From an optimization exercise on the open Yosys and OpenROAD flow, aimed at small area, a short achievable clock period and few clock cycles per item; shortcuts taken in it are not production practice.
Function was not checked in any run shown here: the RTL went through the layout flow alone.

File: design.v
`default_nettype none
module mm_booth_cs (
  input  wire [23:0] enc,
  input  wire [15:0] b,
  output wire [31:0] s,
  output wire [31:0] c
);
  wire pp0_0 = ((enc[0] & b[0]) ^ enc[2]);
  wire pp0_1 = (((enc[0] & b[1]) | (enc[1] & b[0])) ^ enc[2]);
  wire pp0_2 = (((enc[0] & b[2]) | (enc[1] & b[1])) ^ enc[2]);
  wire pp0_3 = (((enc[0] & b[3]) | (enc[1] & b[2])) ^ enc[2]);
  wire pp0_4 = (((enc[0] & b[4]) | (enc[1] & b[3])) ^ enc[2]);
  wire pp0_5 = (((enc[0] & b[5]) | (enc[1] & b[4])) ^ enc[2]);
  wire pp0_6 = (((enc[0] & b[6]) | (enc[1] & b[5])) ^ enc[2]);
  wire pp0_7 = (((enc[0] & b[7]) | (enc[1] & b[6])) ^ enc[2]);
  wire pp0_8 = (((enc[0] & b[8]) | (enc[1] & b[7])) ^ enc[2]);
  wire pp0_9 = (((enc[0] & b[9]) | (enc[1] & b[8])) ^ enc[2]);
  wire pp0_10 = (((enc[0] & b[10]) | (enc[1] & b[9])) ^ enc[2]);
  wire pp0_11 = (((enc[0] & b[11]) | (enc[1] & b[10])) ^ enc[2]);
  wire pp0_12 = (((enc[0] & b[12]) | (enc[1] & b[11])) ^ enc[2]);
  wire pp0_13 = (((enc[0] & b[13]) | (enc[1] & b[12])) ^ enc[2]);
  wire pp0_14 = (((enc[0] & b[14]) | (enc[1] & b[13])) ^ enc[2]);
  wire pp0_15 = (((enc[0] & b[15]) | (enc[1] & b[14])) ^ enc[2]);
  wire pp0_16 = ~(((enc[0] & b[15]) | (enc[1] & b[15])) ^ enc[2]);
  wire pp1_0 = ((enc[3] & b[0]) ^ enc[5]);
  wire pp1_1 = (((enc[3] & b[1]) | (enc[4] & b[0])) ^ enc[5]);
  wire pp1_2 = (((enc[3] & b[2]) | (enc[4] & b[1])) ^ enc[5]);
  wire pp1_3 = (((enc[3] & b[3]) | (enc[4] & b[2])) ^ enc[5]);
  wire pp1_4 = (((enc[3] & b[4]) | (enc[4] & b[3])) ^ enc[5]);
  wire pp1_5 = (((enc[3] & b[5]) | (enc[4] & b[4])) ^ enc[5]);
  wire pp1_6 = (((enc[3] & b[6]) | (enc[4] & b[5])) ^ enc[5]);
  wire pp1_7 = (((enc[3] & b[7]) | (enc[4] & b[6])) ^ enc[5]);
  wire pp1_8 = (((enc[3] & b[8]) | (enc[4] & b[7])) ^ enc[5]);
  wire pp1_9 = (((enc[3] & b[9]) | (enc[4] & b[8])) ^ enc[5]);
  wire pp1_10 = (((enc[3] & b[10]) | (enc[4] & b[9])) ^ enc[5]);
  wire pp1_11 = (((enc[3] & b[11]) | (enc[4] & b[10])) ^ enc[5]);
  wire pp1_12 = (((enc[3] & b[12]) | (enc[4] & b[11])) ^ enc[5]);
  wire pp1_13 = (((enc[3] & b[13]) | (enc[4] & b[12])) ^ enc[5]);
  wire pp1_14 = (((enc[3] & b[14]) | (enc[4] & b[13])) ^ enc[5]);
  wire pp1_15 = (((enc[3] & b[15]) | (enc[4] & b[14])) ^ enc[5]);
  wire pp1_16 = ~(((enc[3] & b[15]) | (enc[4] & b[15])) ^ enc[5]);
  wire pp2_0 = ((enc[6] & b[0]) ^ enc[8]);
  wire pp2_1 = (((enc[6] & b[1]) | (enc[7] & b[0])) ^ enc[8]);
  wire pp2_2 = (((enc[6] & b[2]) | (enc[7] & b[1])) ^ enc[8]);
  wire pp2_3 = (((enc[6] & b[3]) | (enc[7] & b[2])) ^ enc[8]);
  wire pp2_4 = (((enc[6] & b[4]) | (enc[7] & b[3])) ^ enc[8]);
  wire pp2_5 = (((enc[6] & b[5]) | (enc[7] & b[4])) ^ enc[8]);
  wire pp2_6 = (((enc[6] & b[6]) | (enc[7] & b[5])) ^ enc[8]);
  wire pp2_7 = (((enc[6] & b[7]) | (enc[7] & b[6])) ^ enc[8]);
  wire pp2_8 = (((enc[6] & b[8]) | (enc[7] & b[7])) ^ enc[8]);
  wire pp2_9 = (((enc[6] & b[9]) | (enc[7] & b[8])) ^ enc[8]);
  wire pp2_10 = (((enc[6] & b[10]) | (enc[7] & b[9])) ^ enc[8]);
  wire pp2_11 = (((enc[6] & b[11]) | (enc[7] & b[10])) ^ enc[8]);
  wire pp2_12 = (((enc[6] & b[12]) | (enc[7] & b[11])) ^ enc[8]);
  wire pp2_13 = (((enc[6] & b[13]) | (enc[7] & b[12])) ^ enc[8]);
  wire pp2_14 = (((enc[6] & b[14]) | (enc[7] & b[13])) ^ enc[8]);
  wire pp2_15 = (((enc[6] & b[15]) | (enc[7] & b[14])) ^ enc[8]);
  wire pp2_16 = ~(((enc[6] & b[15]) | (enc[7] & b[15])) ^ enc[8]);
  wire pp3_0 = ((enc[9] & b[0]) ^ enc[11]);
  wire pp3_1 = (((enc[9] & b[1]) | (enc[10] & b[0])) ^ enc[11]);
  wire pp3_2 = (((enc[9] & b[2]) | (enc[10] & b[1])) ^ enc[11]);
  wire pp3_3 = (((enc[9] & b[3]) | (enc[10] & b[2])) ^ enc[11]);
  wire pp3_4 = (((enc[9] & b[4]) | (enc[10] & b[3])) ^ enc[11]);
  wire pp3_5 = (((enc[9] & b[5]) | (enc[10] & b[4])) ^ enc[11]);
  wire pp3_6 = (((enc[9] & b[6]) | (enc[10] & b[5])) ^ enc[11]);
  wire pp3_7 = (((enc[9] & b[7]) | (enc[10] & b[6])) ^ enc[11]);
  wire pp3_8 = (((enc[9] & b[8]) | (enc[10] & b[7])) ^ enc[11]);
  wire pp3_9 = (((enc[9] & b[9]) | (enc[10] & b[8])) ^ enc[11]);
  wire pp3_10 = (((enc[9] & b[10]) | (enc[10] & b[9])) ^ enc[11]);
  wire pp3_11 = (((enc[9] & b[11]) | (enc[10] & b[10])) ^ enc[11]);
  wire pp3_12 = (((enc[9] & b[12]) | (enc[10] & b[11])) ^ enc[11]);
  wire pp3_13 = (((enc[9] & b[13]) | (enc[10] & b[12])) ^ enc[11]);
  wire pp3_14 = (((enc[9] & b[14]) | (enc[10] & b[13])) ^ enc[11]);
  wire pp3_15 = (((enc[9] & b[15]) | (enc[10] & b[14])) ^ enc[11]);
  wire pp3_16 = ~(((enc[9] & b[15]) | (enc[10] & b[15])) ^ enc[11]);
  wire pp4_0 = ((enc[12] & b[0]) ^ enc[14]);
  wire pp4_1 = (((enc[12] & b[1]) | (enc[13] & b[0])) ^ enc[14]);
  wire pp4_2 = (((enc[12] & b[2]) | (enc[13] & b[1])) ^ enc[14]);
  wire pp4_3 = (((enc[12] & b[3]) | (enc[13] & b[2])) ^ enc[14]);
  wire pp4_4 = (((enc[12] & b[4]) | (enc[13] & b[3])) ^ enc[14]);
  wire pp4_5 = (((enc[12] & b[5]) | (enc[13] & b[4])) ^ enc[14]);
  wire pp4_6 = (((enc[12] & b[6]) | (enc[13] & b[5])) ^ enc[14]);
  wire pp4_7 = (((enc[12] & b[7]) | (enc[13] & b[6])) ^ enc[14]);
  wire pp4_8 = (((enc[12] & b[8]) | (enc[13] & b[7])) ^ enc[14]);
  wire pp4_9 = (((enc[12] & b[9]) | (enc[13] & b[8])) ^ enc[14]);
  wire pp4_10 = (((enc[12] & b[10]) | (enc[13] & b[9])) ^ enc[14]);
  wire pp4_11 = (((enc[12] & b[11]) | (enc[13] & b[10])) ^ enc[14]);
  wire pp4_12 = (((enc[12] & b[12]) | (enc[13] & b[11])) ^ enc[14]);
  wire pp4_13 = (((enc[12] & b[13]) | (enc[13] & b[12])) ^ enc[14]);
  wire pp4_14 = (((enc[12] & b[14]) | (enc[13] & b[13])) ^ enc[14]);
  wire pp4_15 = (((enc[12] & b[15]) | (enc[13] & b[14])) ^ enc[14]);
  wire pp4_16 = ~(((enc[12] & b[15]) | (enc[13] & b[15])) ^ enc[14]);
  wire pp5_0 = ((enc[15] & b[0]) ^ enc[17]);
  wire pp5_1 = (((enc[15] & b[1]) | (enc[16] & b[0])) ^ enc[17]);
  wire pp5_2 = (((enc[15] & b[2]) | (enc[16] & b[1])) ^ enc[17]);
  wire pp5_3 = (((enc[15] & b[3]) | (enc[16] & b[2])) ^ enc[17]);
  wire pp5_4 = (((enc[15] & b[4]) | (enc[16] & b[3])) ^ enc[17]);
  wire pp5_5 = (((enc[15] & b[5]) | (enc[16] & b[4])) ^ enc[17]);
  wire pp5_6 = (((enc[15] & b[6]) | (enc[16] & b[5])) ^ enc[17]);
  wire pp5_7 = (((enc[15] & b[7]) | (enc[16] & b[6])) ^ enc[17]);
  wire pp5_8 = (((enc[15] & b[8]) | (enc[16] & b[7])) ^ enc[17]);
  wire pp5_9 = (((enc[15] & b[9]) | (enc[16] & b[8])) ^ enc[17]);
  wire pp5_10 = (((enc[15] & b[10]) | (enc[16] & b[9])) ^ enc[17]);
  wire pp5_11 = (((enc[15] & b[11]) | (enc[16] & b[10])) ^ enc[17]);
  wire pp5_12 = (((enc[15] & b[12]) | (enc[16] & b[11])) ^ enc[17]);
  wire pp5_13 = (((enc[15] & b[13]) | (enc[16] & b[12])) ^ enc[17]);
  wire pp5_14 = (((enc[15] & b[14]) | (enc[16] & b[13])) ^ enc[17]);
  wire pp5_15 = (((enc[15] & b[15]) | (enc[16] & b[14])) ^ enc[17]);
  wire pp5_16 = ~(((enc[15] & b[15]) | (enc[16] & b[15])) ^ enc[17]);
  wire pp6_0 = ((enc[18] & b[0]) ^ enc[20]);
  wire pp6_1 = (((enc[18] & b[1]) | (enc[19] & b[0])) ^ enc[20]);
  wire pp6_2 = (((enc[18] & b[2]) | (enc[19] & b[1])) ^ enc[20]);
  wire pp6_3 = (((enc[18] & b[3]) | (enc[19] & b[2])) ^ enc[20]);
  wire pp6_4 = (((enc[18] & b[4]) | (enc[19] & b[3])) ^ enc[20]);
  wire pp6_5 = (((enc[18] & b[5]) | (enc[19] & b[4])) ^ enc[20]);
  wire pp6_6 = (((enc[18] & b[6]) | (enc[19] & b[5])) ^ enc[20]);
  wire pp6_7 = (((enc[18] & b[7]) | (enc[19] & b[6])) ^ enc[20]);
  wire pp6_8 = (((enc[18] & b[8]) | (enc[19] & b[7])) ^ enc[20]);
  wire pp6_9 = (((enc[18] & b[9]) | (enc[19] & b[8])) ^ enc[20]);
  wire pp6_10 = (((enc[18] & b[10]) | (enc[19] & b[9])) ^ enc[20]);
  wire pp6_11 = (((enc[18] & b[11]) | (enc[19] & b[10])) ^ enc[20]);
  wire pp6_12 = (((enc[18] & b[12]) | (enc[19] & b[11])) ^ enc[20]);
  wire pp6_13 = (((enc[18] & b[13]) | (enc[19] & b[12])) ^ enc[20]);
  wire pp6_14 = (((enc[18] & b[14]) | (enc[19] & b[13])) ^ enc[20]);
  wire pp6_15 = (((enc[18] & b[15]) | (enc[19] & b[14])) ^ enc[20]);
  wire pp6_16 = ~(((enc[18] & b[15]) | (enc[19] & b[15])) ^ enc[20]);
  wire pp7_0 = ((enc[21] & b[0]) ^ enc[23]);
  wire pp7_1 = (((enc[21] & b[1]) | (enc[22] & b[0])) ^ enc[23]);
  wire pp7_2 = (((enc[21] & b[2]) | (enc[22] & b[1])) ^ enc[23]);
  wire pp7_3 = (((enc[21] & b[3]) | (enc[22] & b[2])) ^ enc[23]);
  wire pp7_4 = (((enc[21] & b[4]) | (enc[22] & b[3])) ^ enc[23]);
  wire pp7_5 = (((enc[21] & b[5]) | (enc[22] & b[4])) ^ enc[23]);
  wire pp7_6 = (((enc[21] & b[6]) | (enc[22] & b[5])) ^ enc[23]);
  wire pp7_7 = (((enc[21] & b[7]) | (enc[22] & b[6])) ^ enc[23]);
  wire pp7_8 = (((enc[21] & b[8]) | (enc[22] & b[7])) ^ enc[23]);
  wire pp7_9 = (((enc[21] & b[9]) | (enc[22] & b[8])) ^ enc[23]);
  wire pp7_10 = (((enc[21] & b[10]) | (enc[22] & b[9])) ^ enc[23]);
  wire pp7_11 = (((enc[21] & b[11]) | (enc[22] & b[10])) ^ enc[23]);
  wire pp7_12 = (((enc[21] & b[12]) | (enc[22] & b[11])) ^ enc[23]);
  wire pp7_13 = (((enc[21] & b[13]) | (enc[22] & b[12])) ^ enc[23]);
  wire pp7_14 = (((enc[21] & b[14]) | (enc[22] & b[13])) ^ enc[23]);
  wire pp7_15 = (((enc[21] & b[15]) | (enc[22] & b[14])) ^ enc[23]);
  wire pp7_16 = ~(((enc[21] & b[15]) | (enc[22] & b[15])) ^ enc[23]);
  wire t1, t2, t3, t4, t5, t6, t7, t8, t9, t10, t11, t12, t13, t14, t15, t16, t17, t18, t19, t20, t21, t22, t23, t24, t25, t26, t27, t28, t29, t30, t31, t32, t33, t34, t35, t36, t37, t38, t39, t40, t41, t42, t43, t44, t45, t46, t47, t48, t49, t50, t51, t52, t53, t54, t55, t56, t57, t58, t59, t60, t61, t62, t63, t64, t65, t66, t67, t68, t69, t70, t71, t72, t73, t74, t75, t76, t77, t78, t79, t80, t81, t82, t83, t84, t85, t86, t87, t88, t89, t90, t91, t92, t93, t94, t95, t96, t97, t98, t99, t100, t101, t102, t103, t104, t105, t106, t107, t108, t109, t110, t111, t112, t113, t114, t115, t116, t117, t118, t119, t120, t121, t122, t123, t124, t125, t126, t127, t128, t129, t130, t131, t132, t133, t134, t135, t136, t137, t138, t139, t140, t141, t142, t143, t144, t145, t146, t147, t148, t149, t150, t151, t152, t153, t154, t155, t156, t157, t158, t159, t160, t161, t162, t163, t164, t165, t166, t167, t168, t169, t170, t171, t172, t173, t174, t175, t176, t177, t178, t179, t180, t181, t182, t183, t184, t185, t186, t187, t188, t189, t190, t191, t192, t193, t194, t195, t196, t197, t198, t199, t200, t201, t202, t203, t204, t205, t206, t207, t208, t209, t210, t211, t212, t213, t214, t215, t216, t217, t218, t219, t220, t221, t222, t223, t224;
  assign t1 = pp0_10 ^ pp1_8;
  assign t2 = pp0_10 & pp1_8;
  assign t3 = pp0_11 ^ pp1_9;
  assign t4 = pp0_11 & pp1_9;
  assign t5 = pp0_12 ^ pp1_10 ^ pp2_8;
  assign t6 = (pp0_12 & pp1_10) | (pp0_12 & pp2_8) | (pp1_10 & pp2_8);
  assign t7 = pp3_6 ^ pp4_4;
  assign t8 = pp3_6 & pp4_4;
  assign t9 = pp0_13 ^ pp1_11 ^ pp2_9;
  assign t10 = (pp0_13 & pp1_11) | (pp0_13 & pp2_9) | (pp1_11 & pp2_9);
  assign t11 = pp3_7 ^ pp4_5;
  assign t12 = pp3_7 & pp4_5;
  assign t13 = pp0_14 ^ pp1_12 ^ pp2_10;
  assign t14 = (pp0_14 & pp1_12) | (pp0_14 & pp2_10) | (pp1_12 & pp2_10);
  assign t15 = pp3_8 ^ pp4_6 ^ pp5_4;
  assign t16 = (pp3_8 & pp4_6) | (pp3_8 & pp5_4) | (pp4_6 & pp5_4);
  assign t17 = pp6_2 ^ pp7_0;
  assign t18 = pp6_2 & pp7_0;
  assign t19 = pp0_15 ^ pp1_13 ^ pp2_11;
  assign t20 = (pp0_15 & pp1_13) | (pp0_15 & pp2_11) | (pp1_13 & pp2_11);
  assign t21 = pp3_9 ^ pp4_7 ^ pp5_5;
  assign t22 = (pp3_9 & pp4_7) | (pp3_9 & pp5_5) | (pp4_7 & pp5_5);
  assign t23 = pp6_3 ^ pp7_1;
  assign t24 = pp6_3 & pp7_1;
  assign t25 = pp0_16 ^ pp1_14 ^ pp2_12;
  assign t26 = (pp0_16 & pp1_14) | (pp0_16 & pp2_12) | (pp1_14 & pp2_12);
  assign t27 = pp3_10 ^ pp4_8 ^ pp5_6;
  assign t28 = (pp3_10 & pp4_8) | (pp3_10 & pp5_6) | (pp4_8 & pp5_6);
  assign t29 = pp6_4 ^ pp7_2 ^ 1'b1;
  assign t30 = (pp6_4 & pp7_2) | (pp6_4 & 1'b1) | (pp7_2 & 1'b1);
  assign t31 = pp1_15 ^ pp2_13 ^ pp3_11;
  assign t32 = (pp1_15 & pp2_13) | (pp1_15 & pp3_11) | (pp2_13 & pp3_11);
  assign t33 = pp4_9 ^ pp5_7 ^ pp6_5;
  assign t34 = (pp4_9 & pp5_7) | (pp4_9 & pp6_5) | (pp5_7 & pp6_5);
  assign t35 = pp7_3 ^ 1'b1;
  assign t36 = pp7_3 & 1'b1;
  assign t37 = pp1_16 ^ pp2_14 ^ pp3_12;
  assign t38 = (pp1_16 & pp2_14) | (pp1_16 & pp3_12) | (pp2_14 & pp3_12);
  assign t39 = pp4_10 ^ pp5_8 ^ pp6_6;
  assign t40 = (pp4_10 & pp5_8) | (pp4_10 & pp6_6) | (pp5_8 & pp6_6);
  assign t41 = pp2_15 ^ pp3_13 ^ pp4_11;
  assign t42 = (pp2_15 & pp3_13) | (pp2_15 & pp4_11) | (pp3_13 & pp4_11);
  assign t43 = pp5_9 ^ pp6_7;
  assign t44 = pp5_9 & pp6_7;
  assign t45 = pp2_16 ^ pp3_14 ^ pp4_12;
  assign t46 = (pp2_16 & pp3_14) | (pp2_16 & pp4_12) | (pp3_14 & pp4_12);
  assign t47 = pp3_15 ^ pp4_13;
  assign t48 = pp3_15 & pp4_13;
  assign t49 = pp0_6 ^ pp1_4;
  assign t50 = pp0_6 & pp1_4;
  assign t51 = pp0_7 ^ pp1_5;
  assign t52 = pp0_7 & pp1_5;
  assign t53 = pp0_8 ^ pp1_6 ^ pp2_4;
  assign t54 = (pp0_8 & pp1_6) | (pp0_8 & pp2_4) | (pp1_6 & pp2_4);
  assign t55 = pp3_2 ^ pp4_0;
  assign t56 = pp3_2 & pp4_0;
  assign t57 = pp0_9 ^ pp1_7 ^ pp2_5;
  assign t58 = (pp0_9 & pp1_7) | (pp0_9 & pp2_5) | (pp1_7 & pp2_5);
  assign t59 = pp3_3 ^ pp4_1;
  assign t60 = pp3_3 & pp4_1;
  assign t61 = pp2_6 ^ pp3_4 ^ pp4_2;
  assign t62 = (pp2_6 & pp3_4) | (pp2_6 & pp4_2) | (pp3_4 & pp4_2);
  assign t63 = pp5_0 ^ enc[17] ^ t1;
  assign t64 = (pp5_0 & enc[17]) | (pp5_0 & t1) | (enc[17] & t1);
  assign t65 = pp2_7 ^ pp3_5 ^ pp4_3;
  assign t66 = (pp2_7 & pp3_5) | (pp2_7 & pp4_3) | (pp3_5 & pp4_3);
  assign t67 = pp5_1 ^ t2 ^ t3;
  assign t68 = (pp5_1 & t2) | (pp5_1 & t3) | (t2 & t3);
  assign t69 = pp5_2 ^ pp6_0 ^ enc[20];
  assign t70 = (pp5_2 & pp6_0) | (pp5_2 & enc[20]) | (pp6_0 & enc[20]);
  assign t71 = t4 ^ t5 ^ t7;
  assign t72 = (t4 & t5) | (t4 & t7) | (t5 & t7);
  assign t73 = pp5_3 ^ pp6_1 ^ t6;
  assign t74 = (pp5_3 & pp6_1) | (pp5_3 & t6) | (pp6_1 & t6);
  assign t75 = t8 ^ t9 ^ t11;
  assign t76 = (t8 & t9) | (t8 & t11) | (t9 & t11);
  assign t77 = enc[23] ^ t10 ^ t12;
  assign t78 = (enc[23] & t10) | (enc[23] & t12) | (t10 & t12);
  assign t79 = t13 ^ t15 ^ t17;
  assign t80 = (t13 & t15) | (t13 & t17) | (t15 & t17);
  assign t81 = t14 ^ t16 ^ t18;
  assign t82 = (t14 & t16) | (t14 & t18) | (t16 & t18);
  assign t83 = t19 ^ t21 ^ t23;
  assign t84 = (t19 & t21) | (t19 & t23) | (t21 & t23);
  assign t85 = t20 ^ t22 ^ t24;
  assign t86 = (t20 & t22) | (t20 & t24) | (t22 & t24);
  assign t87 = t25 ^ t27 ^ t29;
  assign t88 = (t25 & t27) | (t25 & t29) | (t27 & t29);
  assign t89 = t26 ^ t28 ^ t30;
  assign t90 = (t26 & t28) | (t26 & t30) | (t28 & t30);
  assign t91 = t31 ^ t33 ^ t35;
  assign t92 = (t31 & t33) | (t31 & t35) | (t33 & t35);
  assign t93 = pp7_4 ^ t32 ^ t34;
  assign t94 = (pp7_4 & t32) | (pp7_4 & t34) | (t32 & t34);
  assign t95 = t36 ^ t37 ^ t39;
  assign t96 = (t36 & t37) | (t36 & t39) | (t37 & t39);
  assign t97 = pp7_5 ^ 1'b1 ^ t38;
  assign t98 = (pp7_5 & 1'b1) | (pp7_5 & t38) | (1'b1 & t38);
  assign t99 = t40 ^ t41 ^ t43;
  assign t100 = (t40 & t41) | (t40 & t43) | (t41 & t43);
  assign t101 = pp5_10 ^ pp6_8 ^ pp7_6;
  assign t102 = (pp5_10 & pp6_8) | (pp5_10 & pp7_6) | (pp6_8 & pp7_6);
  assign t103 = t42 ^ t44 ^ t45;
  assign t104 = (t42 & t44) | (t42 & t45) | (t44 & t45);
  assign t105 = pp5_11 ^ pp6_9 ^ pp7_7;
  assign t106 = (pp5_11 & pp6_9) | (pp5_11 & pp7_7) | (pp6_9 & pp7_7);
  assign t107 = 1'b1 ^ t46 ^ t47;
  assign t108 = (1'b1 & t46) | (1'b1 & t47) | (t46 & t47);
  assign t109 = pp3_16 ^ pp4_14 ^ pp5_12;
  assign t110 = (pp3_16 & pp4_14) | (pp3_16 & pp5_12) | (pp4_14 & pp5_12);
  assign t111 = pp6_10 ^ pp7_8 ^ t48;
  assign t112 = (pp6_10 & pp7_8) | (pp6_10 & t48) | (pp7_8 & t48);
  assign t113 = pp4_15 ^ pp5_13 ^ pp6_11;
  assign t114 = (pp4_15 & pp5_13) | (pp4_15 & pp6_11) | (pp5_13 & pp6_11);
  assign t115 = pp7_9 ^ 1'b1;
  assign t116 = pp7_9 & 1'b1;
  assign t117 = pp4_16 ^ pp5_14 ^ pp6_12;
  assign t118 = (pp4_16 & pp5_14) | (pp4_16 & pp6_12) | (pp5_14 & pp6_12);
  assign t119 = pp5_15 ^ pp6_13;
  assign t120 = pp5_15 & pp6_13;
  assign t121 = pp0_4 ^ pp1_2;
  assign t122 = pp0_4 & pp1_2;
  assign t123 = pp0_5 ^ pp1_3;
  assign t124 = pp0_5 & pp1_3;
  assign t125 = pp2_2 ^ pp3_0 ^ enc[11];
  assign t126 = (pp2_2 & pp3_0) | (pp2_2 & enc[11]) | (pp3_0 & enc[11]);
  assign t127 = pp2_3 ^ pp3_1 ^ t50;
  assign t128 = (pp2_3 & pp3_1) | (pp2_3 & t50) | (pp3_1 & t50);
  assign t129 = enc[14] ^ t52 ^ t53;
  assign t130 = (enc[14] & t52) | (enc[14] & t53) | (t52 & t53);
  assign t131 = t54 ^ t56 ^ t57;
  assign t132 = (t54 & t56) | (t54 & t57) | (t56 & t57);
  assign t133 = t58 ^ t60 ^ t61;
  assign t134 = (t58 & t60) | (t58 & t61) | (t60 & t61);
  assign t135 = t62 ^ t64 ^ t65;
  assign t136 = (t62 & t64) | (t62 & t65) | (t64 & t65);
  assign t137 = t66 ^ t68 ^ t69;
  assign t138 = (t66 & t68) | (t66 & t69) | (t68 & t69);
  assign t139 = t70 ^ t72 ^ t73;
  assign t140 = (t70 & t72) | (t70 & t73) | (t72 & t73);
  assign t141 = t74 ^ t76 ^ t77;
  assign t142 = (t74 & t76) | (t74 & t77) | (t76 & t77);
  assign t143 = t78 ^ t80 ^ t81;
  assign t144 = (t78 & t80) | (t78 & t81) | (t80 & t81);
  assign t145 = t82 ^ t84 ^ t85;
  assign t146 = (t82 & t84) | (t82 & t85) | (t84 & t85);
  assign t147 = t86 ^ t88 ^ t89;
  assign t148 = (t86 & t88) | (t86 & t89) | (t88 & t89);
  assign t149 = t90 ^ t92 ^ t93;
  assign t150 = (t90 & t92) | (t90 & t93) | (t92 & t93);
  assign t151 = t94 ^ t96 ^ t97;
  assign t152 = (t94 & t96) | (t94 & t97) | (t96 & t97);
  assign t153 = t98 ^ t100 ^ t101;
  assign t154 = (t98 & t100) | (t98 & t101) | (t100 & t101);
  assign t155 = t102 ^ t104 ^ t105;
  assign t156 = (t102 & t104) | (t102 & t105) | (t104 & t105);
  assign t157 = t106 ^ t108 ^ t109;
  assign t158 = (t106 & t108) | (t106 & t109) | (t108 & t109);
  assign t159 = t110 ^ t112 ^ t113;
  assign t160 = (t110 & t112) | (t110 & t113) | (t112 & t113);
  assign t161 = pp7_10 ^ t114 ^ t116;
  assign t162 = (pp7_10 & t114) | (pp7_10 & t116) | (t114 & t116);
  assign t163 = pp7_11 ^ 1'b1 ^ t118;
  assign t164 = (pp7_11 & 1'b1) | (pp7_11 & t118) | (1'b1 & t118);
  assign t165 = pp5_16 ^ pp6_14 ^ pp7_12;
  assign t166 = (pp5_16 & pp6_14) | (pp5_16 & pp7_12) | (pp6_14 & pp7_12);
  assign t167 = pp6_15 ^ pp7_13;
  assign t168 = pp6_15 & pp7_13;
  assign t169 = pp0_2 ^ pp1_0;
  assign t170 = pp0_2 & pp1_0;
  assign t171 = pp0_3 ^ pp1_1;
  assign t172 = pp0_3 & pp1_1;
  assign t173 = pp2_0 ^ enc[8] ^ t121;
  assign t174 = (pp2_0 & enc[8]) | (pp2_0 & t121) | (enc[8] & t121);
  assign t175 = pp2_1 ^ t122 ^ t123;
  assign t176 = (pp2_1 & t122) | (pp2_1 & t123) | (t122 & t123);
  assign t177 = t49 ^ t124 ^ t125;
  assign t178 = (t49 & t124) | (t49 & t125) | (t124 & t125);
  assign t179 = t51 ^ t126 ^ t127;
  assign t180 = (t51 & t126) | (t51 & t127) | (t126 & t127);
  assign t181 = t55 ^ t128 ^ t129;
  assign t182 = (t55 & t128) | (t55 & t129) | (t128 & t129);
  assign t183 = t59 ^ t130 ^ t131;
  assign t184 = (t59 & t130) | (t59 & t131) | (t130 & t131);
  assign t185 = t63 ^ t132 ^ t133;
  assign t186 = (t63 & t132) | (t63 & t133) | (t132 & t133);
  assign t187 = t67 ^ t134 ^ t135;
  assign t188 = (t67 & t134) | (t67 & t135) | (t134 & t135);
  assign t189 = t71 ^ t136 ^ t137;
  assign t190 = (t71 & t136) | (t71 & t137) | (t136 & t137);
  assign t191 = t75 ^ t138 ^ t139;
  assign t192 = (t75 & t138) | (t75 & t139) | (t138 & t139);
  assign t193 = t79 ^ t140 ^ t141;
  assign t194 = (t79 & t140) | (t79 & t141) | (t140 & t141);
  assign t195 = t83 ^ t142 ^ t143;
  assign t196 = (t83 & t142) | (t83 & t143) | (t142 & t143);
  assign t197 = t87 ^ t144 ^ t145;
  assign t198 = (t87 & t144) | (t87 & t145) | (t144 & t145);
  assign t199 = t91 ^ t146 ^ t147;
  assign t200 = (t91 & t146) | (t91 & t147) | (t146 & t147);
  assign t201 = t95 ^ t148 ^ t149;
  assign t202 = (t95 & t148) | (t95 & t149) | (t148 & t149);
  assign t203 = t99 ^ t150 ^ t151;
  assign t204 = (t99 & t150) | (t99 & t151) | (t150 & t151);
  assign t205 = t103 ^ t152 ^ t153;
  assign t206 = (t103 & t152) | (t103 & t153) | (t152 & t153);
  assign t207 = t107 ^ t154 ^ t155;
  assign t208 = (t107 & t154) | (t107 & t155) | (t154 & t155);
  assign t209 = t111 ^ t156 ^ t157;
  assign t210 = (t111 & t156) | (t111 & t157) | (t156 & t157);
  assign t211 = t115 ^ t158 ^ t159;
  assign t212 = (t115 & t158) | (t115 & t159) | (t158 & t159);
  assign t213 = t117 ^ t160 ^ t161;
  assign t214 = (t117 & t160) | (t117 & t161) | (t160 & t161);
  assign t215 = t119 ^ t162 ^ t163;
  assign t216 = (t119 & t162) | (t119 & t163) | (t162 & t163);
  assign t217 = t120 ^ t164 ^ t165;
  assign t218 = (t120 & t164) | (t120 & t165) | (t164 & t165);
  assign t219 = 1'b1 ^ t166 ^ t167;
  assign t220 = (1'b1 & t166) | (1'b1 & t167) | (t166 & t167);
  assign t221 = pp6_16 ^ pp7_14 ^ t168;
  assign t222 = (pp6_16 & pp7_14) | (pp6_16 & t168) | (pp7_14 & t168);
  assign t223 = pp7_15 ^ 1'b1;
  assign t224 = pp7_15 & 1'b1;
  assign s = {1'b1, pp7_16, t222, t220, t218, t216, t214, t212, t210, t208, t206, t204, t202, t200, t198, t196, t194, t192, t190, t188, t186, t184, t182, t180, t178, t176, t174, t172, t170, enc[5], pp0_1, pp0_0};
  assign c = {1'b0, t224, t223, t221, t219, t217, t215, t213, t211, t209, t207, t205, t203, t201, t199, t197, t195, t193, t191, t189, t187, t185, t183, t181, t179, t177, t175, t173, t171, t169, 1'b0, enc[2]};
endmodule
`default_nettype wire
`default_nettype none
module matrix_mult_top (
  input  wire                           ap_clk,
  input  wire                           areset,
  input  wire                           i_start,
  output logic                          o_idle,
  output logic                          o_done,
  input  wire                           i_a_valid,
  output logic                          o_a_ready,
  input  wire  [4*16-1:0] i_a_data,
  input  wire                           i_b_valid,
  output logic                          o_b_ready,
  input  wire  [4*16-1:0] i_b_data,
  output logic                          o_c_valid,
  input  wire                           i_c_ready,
  output logic [4*32-1:0]  o_c_data,
  output logic                          o_c_last
);
  logic       start_r;
  logic       busy;
  logic       job_open;
  logic       job_end;
  assign job_open = i_start & ~start_r & ~busy;
  assign job_end  = o_c_valid & i_c_ready & o_c_last;
  always_ff @(posedge ap_clk) begin
    if (areset) begin
      start_r <= 1'b0;
    end else begin
      start_r <= i_start;
    end
  end
  always_ff @(posedge ap_clk) begin
    if (areset) begin
      busy   <= 1'b0;
      o_done <= 1'b0;
    end else begin
      o_done <= job_end;
      if (job_end) begin
        busy <= 1'b0;
      end else if (job_open) begin
        busy <= 1'b1;
      end
    end
  end
  assign o_idle = ~busy;
  logic [1:0] ph;
  logic [1:0] kb;           
  logic       inbeat;       
  logic       intake_done;  
  logic       take0;
  logic       cap;
  logic       xfer;
  assign take0 = busy & ~intake_done & ~inbeat & (ph == 2'd0) & i_a_valid & i_b_valid;
  assign cap   = take0 | inbeat;
  assign xfer  = inbeat & (ph == 2'd3);
  assign o_a_ready = xfer;
  assign o_b_ready = xfer;
  always_ff @(posedge ap_clk) begin
    if (areset) begin
      ph          <= 2'd0;
      kb          <= 2'd0;
      inbeat      <= 1'b0;
      intake_done <= 1'b0;
    end else if (job_open) begin
      ph          <= 2'd0;
      kb          <= 2'd0;
      inbeat      <= 1'b0;
      intake_done <= 1'b0;
    end else begin
      ph <= ph + 2'd1;
      if (take0) begin
        inbeat <= 1'b1;
      end else if (xfer) begin
        inbeat <= 1'b0;
        kb     <= kb + 2'd1;
        if (kb == 2'd3) begin
          intake_done <= 1'b1;
        end
      end
    end
  end
  logic [15:0] a_sel;
  logic [16:0] a_ext;
  logic [23:0] enc_d;
  logic [23:0] enc0;
  logic [63:0] b0;
  logic        first0;
  logic        last0;
  assign a_sel = cap ? i_a_data[ph*16 +: 16] : 16'd0;
  assign a_ext = {a_sel, 1'b0};
  always_comb begin
    for (int d = 0; d < 8; d++) begin
      enc_d[3*d]   = a_ext[2*d] ^ a_ext[2*d+1];
      enc_d[3*d+1] = (a_ext[2*d +: 3] == 3'b011) | (a_ext[2*d +: 3] == 3'b100);
      enc_d[3*d+2] = a_ext[2*d+2];
    end
  end
  always_ff @(posedge ap_clk) begin
    enc0 <= enc_d;
    b0   <= i_b_data;
  end
  always_ff @(posedge ap_clk) begin
    if (areset) begin
      first0 <= 1'b0;
      last0  <= 1'b0;
    end else begin
      first0 <= cap & (kb == 2'd0);
      last0  <= cap & (kb == 2'd3);
    end
  end
  logic [31:0] s1 [4];
  logic [31:0] c1 [4];
  logic        first1;
  logic        last1;
  for (genvar j = 0; j < 4; j++) begin : g_mul
    logic [31:0] s_w;
    logic [31:0] c_w;
    mm_booth_cs mul (
      .enc (enc0),
      .b   (b0[16*j +: 16]),
      .s   (s_w),
      .c   (c_w)
    );
    always_ff @(posedge ap_clk) begin
      s1[j] <= s_w;
      c1[j] <= c_w;
    end
  end
  always_ff @(posedge ap_clk) begin
    if (areset) begin
      first1 <= 1'b0;
      last1  <= 1'b0;
    end else begin
      first1 <= first0;
      last1  <= last0;
    end
  end
  logic [127:0] sum;
  for (genvar j = 0; j < 4; j++) begin : g_acc
    logic [31:0] acc [4];
    assign sum[32*j +: 32] = (acc[3] & {32{~first1}}) + s1[j] + c1[j];
    always_ff @(posedge ap_clk) begin
      acc[0] <= sum[32*j +: 32];
      acc[1] <= acc[0];
      acc[2] <= acc[1];
      acc[3] <= acc[2];
    end
  end
  logic [1:0]   row2;
  logic [1:0]   orow;
  logic         post;
  logic         all_loaded;
  logic         load;
  logic [127:0] out_data;
  assign row2 = ph - 2'd2;
  assign load = busy & ~all_loaded & (row2 == orow) & (last1 | post)
              & (~o_c_valid | i_c_ready);
  always_ff @(posedge ap_clk) begin
    if (areset) begin
      o_c_valid  <= 1'b0;
      o_c_last   <= 1'b0;
      orow       <= 2'd0;
      post       <= 1'b0;
      all_loaded <= 1'b0;
    end else if (job_open) begin
      o_c_valid  <= 1'b0;
      o_c_last   <= 1'b0;
      orow       <= 2'd0;
      post       <= 1'b0;
      all_loaded <= 1'b0;
    end else begin
      if (last1 & (row2 == 2'd3)) begin
        post <= 1'b1;
      end
      if (load) begin
        o_c_valid <= 1'b1;
        o_c_last  <= (orow == 2'd3);
        orow      <= orow + 2'd1;
        if (orow == 2'd3) begin
          all_loaded <= 1'b1;
        end
      end else if (i_c_ready) begin
        o_c_valid <= 1'b0;
      end
    end
  end
  always_ff @(posedge ap_clk) begin
    if (load) begin
      out_data <= sum;
    end
  end
  assign o_c_data = out_data;
endmodule
`default_nettype wire
File: run.sh
#!/bin/bash
# synth_recipe.tcl (not shown) runs the flow's synth.tcl, then flattens the netlist and writes it again
# the make line also repeats each setting of config.mk as NAME=value (left out here)
make -C /OpenROAD-flow-scripts/flow DESIGN_CONFIG=/design/flow/config.mk WORK_HOME=/design/flow/orfs CLKGATE_MAP_FILE= SYNTH_SCRIPT=/design/flow/synth_recipe.tcl finish
File: config.mk
export PLATFORM = sky130hd
export DESIGN_NAME = matrix_mult_top
export DESIGN_NICKNAME = matrix_mult_top
export VERILOG_FILES = /design/flow/design.v
export SDC_FILE = /design/flow/constraint.sdc
export NUM_CORES = 4
export LEC_CHECK = 0
export CAP_MARGIN = 20
export CORE_MARGIN = 2
export CORE_UTILIZATION = 40
export SLEW_MARGIN = 20
File: constraint.sdc
create_clock -name core_clock -period 8.5 [get_ports {ap_clk}]
set_input_delay 1.7000 -clock core_clock [delete_from_list [all_inputs] [get_ports {ap_clk}]]
set_output_delay 1.7000 -clock core_clock [all_outputs]
set_load 0.01 [all_outputs]
==> results of run 1 <==
-- per-layer routing --
layer / part of all wire / track usage / vias up
li1: - / - / 14934
met1: 0.45 / 0.270 / 16424
met2: 0.46 / 0.321 / 1206
met3: 0.074 / 0.0456 / 212
met4: 0.023 / 0.0549 / 2
met5: 0.00010 / 0 / -
-- through the flow --
stage	worst slack (ps)	cells
2_1_floorplan	2350	4463
3_3_place_gp	3770	6070
3_5_place_dp	3730	6070
4_1_cts	3710	6263
5_1_grt	3400	6263
6_report	3740	6264
-- cells in the final DEF, fill, tap and decap left out, types with 126 or more instances in the layout --
cell type / instances
sky130_fd_sc_hd__a22oi_1: 481
sky130_fd_sc_hd__xnor2_1: 427
sky130_fd_sc_hd__inv_1: 407
sky130_fd_sc_hd__dfxtp_1: 832
sky130_fd_sc_hd__clkdlybuf4s50_1: 267
sky130_fd_sc_hd__xor2_1: 230
sky130_fd_sc_hd__edfxtp_1: 128
sky130_fd_sc_hd__ha_1: 236
sky130_fd_sc_hd__fa_1: 452
sky130_fd_sc_hd__a21oi_1: 126
sky130_fd_sc_hd__nor2b_1: 140
-- sequential cells by signal (all words and copies together) (netlist names), 2 cells and up --
register	flops
c1	117
kb	2
enc0	24
g_acc.acc	512
out_data	128
orow	2
s1	121
b0	64
ph	2
-- final cells by class --
class / instances / area (um2) / area share
antenna: 1 / 2.50 / 0.0000431
inverter: 408 / 1530 / 0.0264
tap: 1650 / 2060 / 0.0355
timing repair buffer: 308 / 2990 / 0.0515
clock inverter: 58 / 613 / 0.0106
clock buffer: 135 / 2920 / 0.0503
sequential: 985 / 21100 / 0.363
multi-input combinational: 2719 / 26900 / 0.463
-- worst max-delay path by stage --
| stage | start | cells past startpoint | slack (ps) | endpoint |
|---|---|---|---|---|
| after floorplan | i_c_ready | 5 | 2350 | o_c_last |
| after CTS | first1 | 13 | 3710 | out_data[127] |
| after global placement | first1 | 13 | 3770 | out_data[127] |
| final | first1 | 13 | 3740 | out_data[127] |
| after detailed placement | first1 | 13 | 3730 | out_data[127] |
| after global routing | first1 | 13 | 3400 | out_data[127] |
-- logic make-up after synthesis --
logic type | count (synthesis)
simple gates | 433
mux | 53
flops | 985
compound gates | 888
buf+inv | 759
fa+ha+maj | 688
xor+xnor | 657
==> results list, run 1 <==
- Entering global routing, the biggest net connects 69 pins.
- For this design, the CTS-stage hold fixing added 0 buffers.
- The setup check on the worst reg-to-reg path leaves a slack of 3740 ps.
- The via count of the first global-routing pass is 34,952.
- Antenna violations before repair: 4
- During I/O placement, the number of pins put on the boundary was 268.
- Adder and majority cell fraction of the synthesized area: 0.236
* Wire length per cell after detailed routing: 20.7 um
- After synthesis, the cell types taking the most area are sky130_fd_sc_hd__dfxtp_1 (34%), sky130_fd_sc_hd__fa_1 (18%), sky130_fd_sc_hd__edfxtp_1 (7.6%).
* Fraction of registers with async set/reset: 0
- Drt first-iter violations: 2,789
- Among cell families on the critical path, the largest total delay comes from compound AO/OA/AOI/OAI gates.
- After legalization and detailed placement, the total HPWL measured 85.7 mm.
- Post-route cell area: 58,100 um2
* Number of inserted filler cells in the final layout: 11,505
- Of the total synthesized cell area, the portion taken by XOR and XNOR cells is 0.113.
- RSZ-0062 raised after global routing: false
* Post-place instance area: 54,500 um2
- Across all layers, the routed design uses 32,778 vias.
- Compound-Gate Fraction of Synth Area: 0.122
- For this run, the detailed router's first-pass iteration total came to 6.
* Net count of the finished layout: 5,347
- The number of gates resized after CTS was 0.
* Area enclosed by the die boundary: 130,000 um2
- In this run the worst path has a maximum fanout of 65.
- The tool flagged a number of max-cap violations equal to 0.
- For this run, design rule violations remaining after detail routing come to 0.
* Accumulated negative setup slack: 0 ps
- Core footprint: 126,000 um2
- Slowest cell delay on critical path: 890 ps
- Num CTS Buffers: 103
- Number of sinks driven by the clock tree: 985
- Yosys warning count: 7
* Critical path start-end classification: reg2reg
* Starting Density: 0.404
- Start of the worst register-to-register path: first1
* Fraction of the yosys area taken by sequential cells: 0.414
- Of the total synthesized cell area, the portion taken by AND, OR, NAND and NOR gates is 0.0442.
- Most frequent cell on the critical path: sky130_fd_sc_hd__fa_1
- Number of hold violations in the final report: 0
- In this run, distinct cell masters in the synthesized netlist total 71.
- Setup violations, final: 0
- Measured on the finished design, the core utilization comes to 0.462.
- The startpoint identified for the worst hold timing path is g_acc[1].acc[2][19].
- CP Buf/Inv Count: 1
- Per-cell via count in the routed design: 5.23
- Htree depth: 3
- Summed over all layers, the global routing overflow is 0.
* Reg-to-reg critical path endpoint: out_data[127]
- Row generation in the floorplan step produced 130 rows.
- After synthesis, the most frequently instantiated cells are sky130_fd_sc_hd__dfxtp_1 (857), sky130_fd_sc_hd__a22oi_1 (481), sky130_fd_sc_hd__fa_1 (452), sky130_fd_sc_hd__xnor2_1 (427), sky130_fd_sc_hd__inv_1 (408).
- Buffers placed on the I/O ports in this run total 267.
* Min-delay worst type: reg2reg
- First-pass GRT wire length: 203 mm
- Of the available clock period, the critical path in the final layout requires 0.560.
* Number of stages on the worst hold path: 0
* Final worst clock skew: 44.7 ps
- In this run the remaining antenna-violating nets after routing total 0.
- Post-synth design cell area: 50,800 um2
* Final Critical Period: 4760 ps
* Clock-pin slew on the worst setup and hold paths: 60 ps
* Global-route usage over all layers: 0.200
* Final-report max-slew violation count: 0
- Synthesized Nets: 5,285
* Share of synthesized area spent on multiplexers: 0.0133
- Yosys instantiated no cell more often than sky130_fd_sc_hd__dfxtp_1.
- Synthesis handed over a netlist of 4,463 instances.
* Nature of the critical path startpoint: flip-flop
- Post-synthesis cell type with the largest combined area: sky130_fd_sc_hd__dfxtp_1
* WP data required: 8930 ps
- The run finished with no timing, DRC or antenna violations.
- Of the cells placed in the final design, the portion with a size suffix greater than 1 is 0.0650.
- In this run the deepest clock path goes through 3 buffers.
- Counting cells, the worst reg-to-reg path comes to 13.
- Summed over all layers, the routed wires come to 129 mm.
* Relative slew slack: 0.284
- Area share of the largest cell type after synthesis: 0.338
- Critical Path End Type: flip-flop
* Main flop type after synthesis: sky130_fd_sc_hd__dfxtp_1
* Cell with the largest stage delay on the worst path: sky130_fd_sc_hd__dfxtp_4
- The clock reaches the later pin of the worst-skew pair after 710 ps.
- Slew at the pin closest to its max-slew limit: 1070 ps
- Clock tree synthesis selected as its root buffer the cell sky130_fd_sc_hd__clkbuf_16.
* Syn avg cell area: 11.4 um2
- Final hold analysis gives a worst-case slack of 294 ps.
* Final Wtd Congestion: 0.846
- The signal on the critical path passes through buf_12 > nor2b_1 > fa_1 > ha_1 > fa_1 > a211oi_1 > o21bai_1 > o21ai_1 > o311ai_1 > a221oi_4 > o221ai_1 > a21o_1 > xnor2_1.
- The path with the worst hold slack has its endpoint at g_acc[1].acc[3][19].
- Largest family of logic cells by synthesized area: adder cells
- Synthesis inferred 985 register bits.
- Arrival @ worst endpoint: 5190 ps
- Counting flops with a built-in enable in the synthesized netlist gives 128.
* Achievable Freq: 0.210 GHz
- Die width: 360 um
- TritonCTS built the clock tree.
* Area delta synth->final: 14.4%
- The number of setup buffers added after CTS is 0.
* DIE HEIGHT: 360 um
==> run 2: changes to the inputs <==
--- a/design.v
+++ b/design.v
@@ -394,2 +394,3 @@
   logic       job_end;
+  logic       idle_r;
   assign job_open = i_start & ~start_r & ~busy;
@@ -406,2 +407,3 @@
       busy   <= 1'b0;
+      idle_r <= 1'b1;
       o_done <= 1'b0;
@@ -410,5 +412,7 @@
       if (job_end) begin
-        busy <= 1'b0;
+        busy   <= 1'b0;
+        idle_r <= 1'b1;
       end else if (job_open) begin
-        busy <= 1'b1;
+        busy   <= 1'b1;
+        idle_r <= 1'b0;
       end
@@ -416,13 +420,27 @@
   end
-  assign o_idle = ~busy;
-  logic [1:0] ph;
-  logic [1:0] kb;           
-  logic       inbeat;       
-  logic       intake_done;  
-  logic       take0;
-  logic       cap;
-  logic       xfer;
+  assign o_idle = idle_r;
+  logic [1:0]  ph;
+  logic [1:0]  kb;           
+  logic        inbeat;       
+  logic        intake_done;  
+  logic        spec1;        
+  logic        spec2;        
+  logic        eq_r;         
+  logic        take0;
+  logic        cap;
+  logic        xfer;
+  logic [15:0] a_raw;
+  logic [63:0] b0;
+  always_ff @(posedge ap_clk) begin
+    eq_r <= i_a_valid & i_b_valid & (i_a_data[15:0] == a_raw) & (i_b_data == b0);
+  end
   assign take0 = busy & ~intake_done & ~inbeat & (ph == 2'd0) & i_a_valid & i_b_valid;
-  assign cap   = take0 | inbeat;
-  assign xfer  = inbeat & (ph == 2'd3);
+  assign cap   = ~busy | take0 | inbeat;
+  always_ff @(posedge ap_clk) begin
+    if (areset) begin
+      xfer <= 1'b0;
+    end else begin
+      xfer <= inbeat & (ph == 2'd2) & ~(spec2 & ~eq_r);
+    end
+  end
   assign o_a_ready = xfer;
@@ -435,10 +453,18 @@
       intake_done <= 1'b0;
+      spec1       <= 1'b0;
+      spec2       <= 1'b0;
     end else if (job_open) begin
-      ph          <= 2'd0;
+      ph          <= 2'd1;
       kb          <= 2'd0;
-      inbeat      <= 1'b0;
+      inbeat      <= 1'b1;
       intake_done <= 1'b0;
+      spec1       <= 1'b1;
+      spec2       <= 1'b0;
     end else begin
-      ph <= ph + 2'd1;
-      if (take0) begin
+      spec1 <= 1'b0;
+      spec2 <= spec1;
+      ph    <= (busy & ~job_end) ? ph + 2'd1 : 2'd0;
+      if (spec2 & ~eq_r) begin
+        inbeat <= 1'b0;
+      end else if (take0) begin
         inbeat <= 1'b1;
@@ -446,3 +472,5 @@
         inbeat <= 1'b0;
-        kb     <= kb + 2'd1;
+      end
+      if (xfer) begin
+        kb <= kb + 2'd1;
         if (kb == 2'd3) begin
@@ -457,3 +485,2 @@
   logic [23:0] enc0;
-  logic [63:0] b0;
   logic        first0;
@@ -470,4 +497,5 @@
   always_ff @(posedge ap_clk) begin
-    enc0 <= enc_d;
-    b0   <= i_b_data;
+    enc0  <= enc_d;
+    b0    <= i_b_data;
+    a_raw <= i_a_data[15:0];
   end
@@ -484,3 +512,2 @@
   logic [31:0] c1 [4];
-  logic        first1;
   logic        last1;
@@ -502,7 +529,5 @@
     if (areset) begin
-      first1 <= 1'b0;
-      last1  <= 1'b0;
+      last1 <= 1'b0;
     end else begin
-      first1 <= first0;
-      last1  <= last0;
+      last1 <= last0;
     end
@@ -512,3 +537,7 @@
     logic [31:0] acc [4];
-    assign sum[32*j +: 32] = (acc[3] & {32{~first1}}) + s1[j] + c1[j];
+    logic [31:0] x;
+    logic [31:0] y;
+    assign x = acc[3] ^ s1[j] ^ c1[j];
+    assign y = (acc[3] & s1[j]) | (acc[3] & c1[j]) | (s1[j] & c1[j]);
+    assign sum[32*j +: 32] = x + {y[30:0], 1'b0};
     always_ff @(posedge ap_clk) begin
@@ -517,3 +546,3 @@
       acc[2] <= acc[1];
-      acc[3] <= acc[2];
+      acc[3] <= acc[2] & {32{~first0}};
     end
==> flow/run.sh (new file) <==
#!/bin/bash
# The standard layout (standard.sh) with these settings added to its
# config.mk:
#  - every port buffer is a buf_2 cell
#  - timing repair aims at a 5.3 ns setup margin
# standard.sh writes every tool's log under orfs/logs; its own output goes
# to standard.log here.
set -e
cat >> config.mk <<'CFG'

export SETUP_SLACK_MARGIN = 5.3
export BUFFER_PORTS_ARGS = -buffer_cell sky130_fd_sc_hd__buf_2
CFG
bash standard.sh > standard.log 2>&1
==> standard.sh (new file) <==
#!/bin/bash
# synth_recipe.tcl (not shown) runs the flow's synth.tcl, then flattens the netlist and writes it again
# the make line also repeats each setting of config.mk as NAME=value (left out here)
make -C /OpenROAD-flow-scripts/flow DESIGN_CONFIG=/design/flow/config.mk WORK_HOME=/design/flow/orfs CLKGATE_MAP_FILE= SYNTH_SCRIPT=/design/flow/synth_recipe.tcl "${@:-finish}"
--- a/config.mk
+++ b/config.mk
@@ -11 +11,4 @@
 export SLEW_MARGIN = 20
+
+export SETUP_SLACK_MARGIN = 5.3
+export BUFFER_PORTS_ARGS = -buffer_cell sky130_fd_sc_hd__buf_2
removed: run.sh
==> results list, run 2 <==
- Post-synth design cell area: 52,200 um2
- Maximum number of pins on one net before global-route repair: 69
* Number of enable-type register cells in the synthesized netlist: 128
* Nature of the critical path startpoint: flip-flop
- Number of sinks driven by the clock tree: 1,005
- The number of nets in the synthesized netlist is 5,481.
- Total area of multi-input combinational cells: 29,600 um2
- The H-tree was split into 3 levels.
- The via count of the first global-routing pass was 37,581.
* Clock-pin slew on the worst setup and hold paths: 60 ps
* Min-delay worst type: reg2reg
* Top-Level Pins: 268
- The longest clock path from root to sink contains 3 buffers.
- The library cells used most frequently in the layout, excluding fill and tap cells, are sky130_fd_sc_hd__dfxtp_1 (805), sky130_fd_sc_hd__a22oi_1 (439), sky130_fd_sc_hd__xnor2_1 (433).
* Top cell types by occurrence after synthesis: sky130_fd_sc_hd__dfxtp_1 (877), sky130_fd_sc_hd__a22oi_1 (482), sky130_fd_sc_hd__xnor2_1 (474), sky130_fd_sc_hd__fa_1 (452), sky130_fd_sc_hd__inv_1 (450)
- RSZ-0062 raised after global routing: true
* Count of cell types in the netlist: 68
* Syn Inst Count: 4,659
- Net count of the finished layout: 5,762
- At the end of routability-driven placement, the weighted congestion stood at 0.889.
- TritonCTS built the clock tree.
- Across the run, the number of max-cap violations was 0.
* Hold buffer count at CTS: 0
* Via count: 36,381
- The final max-slew violation count was 0.
* Antenna violations before repair: 42
- Biggest registers after layout: g_acc.acc x512, out_data x128, s1 x121
* Top cells by area in the synthesized netlist: sky130_fd_sc_hd__dfxtp_1 (34%), sky130_fd_sc_hd__fa_1 (17%), sky130_fd_sc_hd__xnor2_1 (8.0%)
- Each instance of the synthesized netlist takes up on average 11.2 um2.
- Setup violations, final: 0
* Number of hold violations in the final report: 0
- Slew at the pin closest to its max-slew limit: 1110 ps
- After routing, the total negative slack on setup checks comes to 0 ps.
- Arrival @ worst endpoint: 4100 ps
- Relative slew slack: 0.254
- Clock latency on the worst-skew pair, taken at its later pin, is 750 ps.
- Starting Density: 0.403
- Final Critical Period: 3630 ps
- Area delta synth->final: 22.2%
* Synthesis-stage register bit count: 1,005
* Yosys warning count: 7
- Root Buffer Master: sky130_fd_sc_hd__clkbuf_16
- Setup slack after placement: 4520 ps
- Library cell with the highest instance count after synthesis: sky130_fd_sc_hd__dfxtp_1
- WP data required: 8970 ps
* Register area: 21,600 um2
- The most used flip-flop cell after synthesis is sky130_fd_sc_hd__dfxtp_1.
* Drt first-iter violations: 3,174
* DIE HEIGHT: 365 um
* Wire length per cell after detailed routing: 23.6 um
- Result of the run: timing/DRC/antenna clean
- Num CTS Buffers: 108
- Fraction of the yosys area taken by sequential cells: 0.410
* Critical path start-end classification: reg2reg
* Fraction of registers with async set/reset: 0
* Largest fanout on the critical path: 3
- In the routed design, unresolved DRC markers number 0.
* Share of layout cells above drive strength 1: 0.225
- Std-Cell Rows: 132
- The first global-routing pass estimated 235 mm of wire.
* Area share of the largest cell type after synthesis: 0.337
- Across every metal layer, demand over resource in global routing totals 0.235.
- Of all cell types, the one taking the most synthesized area is sky130_fd_sc_hd__dfxtp_1.
* Number of iterations in the first detailed-routing pass: 6
- The worst setup path is captured at a flip-flop.
- Achievable Freq: 0.275 GHz
- The wire-length estimate of the detail-placed layout is 96.7 mm.
- Leaving out fill and tap cells, the most frequent cell in the layout is sky130_fd_sc_hd__dfxtp_1.
* Number of flip-flops in the largest register: 512
- Buffers placed on the I/O ports in this run total 267.
- The clock arrives with 41.2 ps of skew.
- Counting the fill cells in the layout gives 11,465.
* Die width: 365 um
* Antenna violation net count after detailed routing: 0
- Ranked by flip-flop count, first place goes to g_acc.acc.
* Total Wirelength: 160 mm
- Setup slack on the critical path of the routed design comes to 4870 ps.
* Period utilization: 0.427
* Core footprint: 129,000 um2
* Residual overflow from global routing: 0
* Per-cell via count in the routed design: 5.35
* Area enclosed by the die boundary: 133,000 um2
[run 2: stage by stage]
step            util  instance area (um2)  cells  hold WS [ps]
3_3_place_gp   0.423                54800   6360           310
2_1_floorplan      -                52400   4659           310
5_1_grt        0.492                63700   6781           326
6_report       0.492                63800   6798           296
4_1_cts        0.475                61500   6703           314
3_5_place_dp   0.423                54800   6360           312
[run 2: area by class of cell]
class                      instances  area share
inverter                         450      0.0266
timing repair buffer             526      0.0750
sequential                      1005       0.339
multi-input combinational       2849       0.465
tap                             1742      0.0342
clock inverter                    53      0.0103
clock buffer                     152      0.0487
antenna                           21    0.000824
[run 2: cells by family (layout without fill, tap and decap cells)]
| kind of cell | Yosys count | count (layout) | share of synthesized area |
|---|---|---|---|
| adders and majority gates | 688 | 688 | 0.230 |
| other | 0 | 21 | 0 |
| buffers and inverters | 805 | 1181 | 0.0580 |
| muxes | 42 | 42 | 0.0107 |
| and+or+nand+nor | 515 | 515 | 0.0514 |
| xor gates and xnor gates | 714 | 714 | 0.120 |
| DFF | 1005 | 1005 | 0.410 |
| AOI/OAI and AO/OA | 890 | 890 | 0.120 |
[run 2: final timing paths]
check	end	slack, ps	start	cells after the start
setup / recovery	out_data[72]	4870	s1[0][2]	16
hold / removal	g_acc[3].acc[2][4]	300	g_acc[3].acc[1][4]	0
setup reg to reg	out_data[72]	4870	s1[0][2]	16
hold reg to reg	g_acc[3].acc[2][4]	300	g_acc[3].acc[1][4]	0
[run 2: worst max-delay path: stages, from the launching register on]
cell and delay (ps):
sky130_fd_sc_hd__dfxtp_4 410, sky130_fd_sc_hd__fa_1 470, sky130_fd_sc_hd__ha_1 300, sky130_fd_sc_hd__a21o_1 170
sky130_fd_sc_hd__a21oi_4 90, sky130_fd_sc_hd__o211ai_1 530, sky130_fd_sc_hd__nand2_1 200, sky130_fd_sc_hd__buf_4 190
sky130_fd_sc_hd__buf_6 100, sky130_fd_sc_hd__buf_6 100, sky130_fd_sc_hd__buf_6 100, sky130_fd_sc_hd__buf_6 100
sky130_fd_sc_hd__buf_6 100, sky130_fd_sc_hd__buf_6 100, sky130_fd_sc_hd__buf_6 100, sky130_fd_sc_hd__buf_6 120
sky130_fd_sc_hd__xnor2_4 140
[run 2: per-layer routing]
layer,global-route usage,part of all wire
met1,0.295,0.39
met2,0.366,0.44
met3,0.0702,0.10
met4,0.119,0.059
met5,0.00835,0.0017
[run 2: what timing repair did]
| item | CTS | global route |
|---|---|---|
| endpoints found under the setup margin | 261 | 210 |
| pin swaps | 93 | 205 |
| setup buffers | 128 | 63 |
| resized for setup | 281 | 329 |
| gates cloned | 10 | 11 |
==> run 3: changes to the inputs <==
==> flow/run.sh (replaced) <==
#!/bin/bash
# The standard layout (standard.sh) with these settings added to its
# config.mk:
#  - no full/half-adder cells: adders stay plain gates for abc to map
#  - every port buffer is a buf_2 cell
#  - timing repair aims at a 5.5 ns setup margin
# standard.sh writes every tool's log under orfs/logs; its own output goes
# to standard.log here.
set -e
cat >> config.mk <<'CFG'
export ADDER_MAP_FILE =
export SETUP_SLACK_MARGIN = 5.5
export BUFFER_PORTS_ARGS = -buffer_cell sky130_fd_sc_hd__buf_2
CFG
bash standard.sh > standard.log 2>&1
--- a/config.mk
+++ b/config.mk
@@ -11,4 +11,4 @@
 export SLEW_MARGIN = 20
-
-export SETUP_SLACK_MARGIN = 5.3
+export ADDER_MAP_FILE =
+export SETUP_SLACK_MARGIN = 5.5
 export BUFFER_PORTS_ARGS = -buffer_cell sky130_fd_sc_hd__buf_2
==> results list, run 3 <==
* Nature of the critical path startpoint: flip-flop
* Max-capacitance violation count: 0
- Cell chain of the critical path: maj3_2 > maj3_1 > a221o_1 > nand3_2 > o311ai_4 > a21oi_4 > o41ai_4 > buf_4 > a31oi_4 > o21ba_4 > buf_4 > o21ai_2 > maj3_2 > a31o_4 > xnor2_2
- CTS tree: built
- GRT met3 Usage: 0.0397
- Post-synthesis cell type with the largest combined area: sky130_fd_sc_hd__dfxtp_1
* Global-route usage over all layers: 0.222
- The hold violation count in the final report was 0.
* Antenna violation net count after detailed routing: 0
* Min-delay worst type: reg2reg
- Of the synthesized area, sequential elements account for 0.383.
- Leaving out fill and tap cells, the most frequent cells in the layout are sky130_fd_sc_hd__xnor2_1 (1,298), sky130_fd_sc_hd__dfxtp_1 (792), sky130_fd_sc_hd__a22oi_1 (491).
- Top-Level Pins: 268
- Biggest registers after layout: g_acc.acc x512, out_data x128, s1 x121
* Met2 Resource Use GR: 0.353
- In the synthesized netlist the async set-or-reset flop fraction comes to 0.
- Library cell with the highest instance count after synthesis: sky130_fd_sc_hd__xnor2_1
- Critical path start-end classification: reg2reg
* Root Buffer Master: sky130_fd_sc_hd__clkbuf_16
* Area enclosed by the die boundary: 143,000 um2
* WP data required: 8960 ps
- met2 is the most crowded layer.
- A synthesized cell averages 9.60 um2.
- Global routing finished with a remaining overflow of 0.
- Result of the run: timing/DRC/antenna clean
- Counting the fill cells in the layout gives 12,938.
- After routing the design area is 66,900 um2.
- Data on the critical path arrives at its endpoint at 4230 ps.
- Core footprint: 139,000 um2
* Std-Cell Rows: 137
- Syn Inst Count: 5,827
- In this run, placement finished with an instance count of 7,679.
- The slowest stage of the critical path is the sky130_fd_sc_hd__maj3_2 cell.
- In the final layout, the share of cells above drive strength 1 is 0.176.
- Buffers inserted during clock tree synthesis total 107.
- Across the whole layout, storage elements account for 21,600 um2.
- Net count of the finished layout: 6,246
- Counting flops and latches in the post-synthesis netlist gives 1,005.
* Top cells by area in the synthesized netlist: sky130_fd_sc_hd__dfxtp_1 (31%), sky130_fd_sc_hd__xnor2_1 (21%), sky130_fd_sc_hd__edfxtp_1 (6.9%)
- Global-route track usage on met1: 0.299
- The first detailed-routing pass took 6 iterations.
* Antenna violations before repair: 10
- Starting Density: 0.402
- Most common cell after layout, fill and taps aside: sky130_fd_sc_hd__xnor2_1
- Final Wtd Congestion: 0.864
* Count of cell types in the netlist: 89
* Clock-pin slew on the worst setup and hold paths: 60 ps
- Headroom to the max-slew limit came out at 0.385.
* Synthesized Nets: 5,961
- Dividing the detail-routed via count by the number of cells gives 5.29.
- Slew at the pin closest to its max-slew limit: 922 ps
* Slowest cell delay on critical path: 370 ps
* Setup violations, final: 0
* Yosys warning count: 7
* Biggest register: g_acc.acc
- Based on the critical path, the design can be clocked at up to 0.265 GHz.
- Setup total negative slack on the finished layout was measured at 0 ps.
* Die width: 378 um
* Critical Path End Type: flip-flop
* Final-report max-slew violation count: 0
- Counting flops with a built-in enable in the synthesized netlist gives 128.
- The multi-input combinational cells in the finished layout cover a total of 34,400 um2.
- The detailed router finished its first iteration with 3,177 violations.
- The first global-routing pass estimated 246 mm of wire.
* Final cell count without fillers: 8,085
- Post-synth design cell area: 55,900 um2
- Number of sinks driven by the clock tree: 1,005
- In the routed design, unresolved DRC markers number 0.
- The most used flip-flop cell after synthesis is sky130_fd_sc_hd__dfxtp_1.
- Post-route core utilization: 0.481
- In this run the vertical extent of the chip is 378 um.
* Number of flip-flops in the largest register: 512
- Post-place instance area: 59,100 um2
- Summed over all nets, the half-perimeter wirelength after detailed placement is 106 mm.
- On the final layout, the worst clock skew is 70.8 ps.
* Final Critical Period: 3770 ps
- Clock latency of the later-clocked register in the worst-skew pair: 760 ps
* Clock tree buffer depth: 3
- Of the post-synthesis cell area, the dominant cell type holds 0.314.
* Number of I/O port buffers: 267
- Wire length per cell after detailed routing: 20.5 um
- Sorting the synthesized cells by how often they occur yields sky130_fd_sc_hd__xnor2_1 (1,340), sky130_fd_sc_hd__dfxtp_1 (877), sky130_fd_sc_hd__a22oi_1 (499), sky130_fd_sc_hd__xor2_1 (408), sky130_fd_sc_hd__maj3_1 (363).
* Vias in the first global route: 41,175
* Total Wirelength: 165 mm
- RSZ-0062 raised after global routing: true
- Via count: 42,750
- In this run the number of H-tree levels came out at 3.
* Period utilization: 0.444
- Relative to the synthesized area, the layout overhead comes to 19.6%.
- Maximum number of pins on one net before global-route repair: 59
* Largest fanout on the critical path: 4
[run 3: cell type report]
| cell class | instances | share of cell area |
|---|---|---|
| multi-input cells | 4354 | 0.514 |
| flip-flops and latches | 1005 | 0.323 |
| repair buffers | 532 | 0.0655 |
| clock buffers | 140 | 0.0438 |
| well taps | 1876 | 0.0351 |
| clock inverters | 64 | 0.0125 |
| inverters | 112 | 0.00628 |
| diodes | 2 | 0.0000748 |
[run 3: layer usage]
layer / vias up / part of all wire
met3: 296 / 0.072
met5: - / 0.00021
met1: 20548 / 0.44
met4: 6 / 0.037
met2: 1467 / 0.45
li1: 20433 / -
[run 3: kinds of logic (layout without fill, tap and decap cells)]
family,after synthesis,after routing,synth area share
adders and majority gates,373,373,0.0670
xor gates and xnor gates,1778,1778,0.286
DFF,1005,1005,0.383
buffers and inverters,468,848,0.0319
AOI/OAI and AO/OA,1135,1135,0.138
and+or+nand+nor,1036,1036,0.0859
other,0,2,0
muxes,32,32,0.00859
[run 3: repair_timing]
action	in CTS	in global routing
hold buffers	0	0
cloned	3	6
gates resized for setup	301	157
buffers inserted	106	85
setup endpoints to repair	498	302
pin swaps	113	99
[run 3: final timing paths]
| check | slack (ps) | startpoint | cells after the start | end |
|---|---|---|---|---|
| worst max-delay path | 4730 | g_acc[1].acc[3][4] | 15 | out_data[63] |
| worst min-delay path | 310 | g_acc[2].acc[0][28] | 0 | g_acc[2].acc[1][28] |
| worst max register to register | 4730 | g_acc[1].acc[3][4] | 15 | out_data[63] |
| worst min register to register | 310 | g_acc[2].acc[0][28] | 0 | g_acc[2].acc[1][28] |
[run 3: critical path: cells and delay by family, from the launching register on]
kind / cells / cell delay, ps
AOI/OAI and AO/OA: 8 / 1530
adders and majority gates: 3 / 1060
DFF: 1 / 330
buffers and inverters: 2 / 300
xor gates and xnor gates: 1 / 130
and+or+nand+nor: 1 / 110
[run 3: metrics by stage]
| stage | worst slack [ps] | hold slack [ps] |
|---|---|---|
| detailed placement | 4190 | 312 |
| finish | 4730 | 306 |
| global route | 4560 | 320 |
| global placement | 4220 | 310 |
| floorplan | 4190 | 310 |
| CTS | 4670 | 308 |

[static timing again, ports no longer ideal]
No port has a modelled driver above. Below, the same layouts with a new extraction and two added sets of constraints.
Step 1, drivers: a clkbuf_16 drives ap_clk and a buf_2 each remaining input, both assumed.
Step 2 moves the port delays by t, midway between the first and last clock arrival at a register: inputs arrive t later, outputs are due t later. That takes back most of the time a late clock gives input paths.
a / b / c = ideal ports / drivers / drivers and shift; a / b = the first two.
run | shift t [ns] | slack for setup (ns) | pins driven straight from the clock port
run 1 | 0.762 | 3.739 / 3.739 / 3.739 | 1
run 2 | 0.800 | 4.867 / 4.867 / 4.786 | 1
run 3 | 0.803 | 4.725 / 4.725 / 4.725 | 1
After both steps setup and hold are still met in every run listed. The setup slack of run 2, which loses most, moves by 0.000 ns with the drivers and by -0.081 ns with both steps.
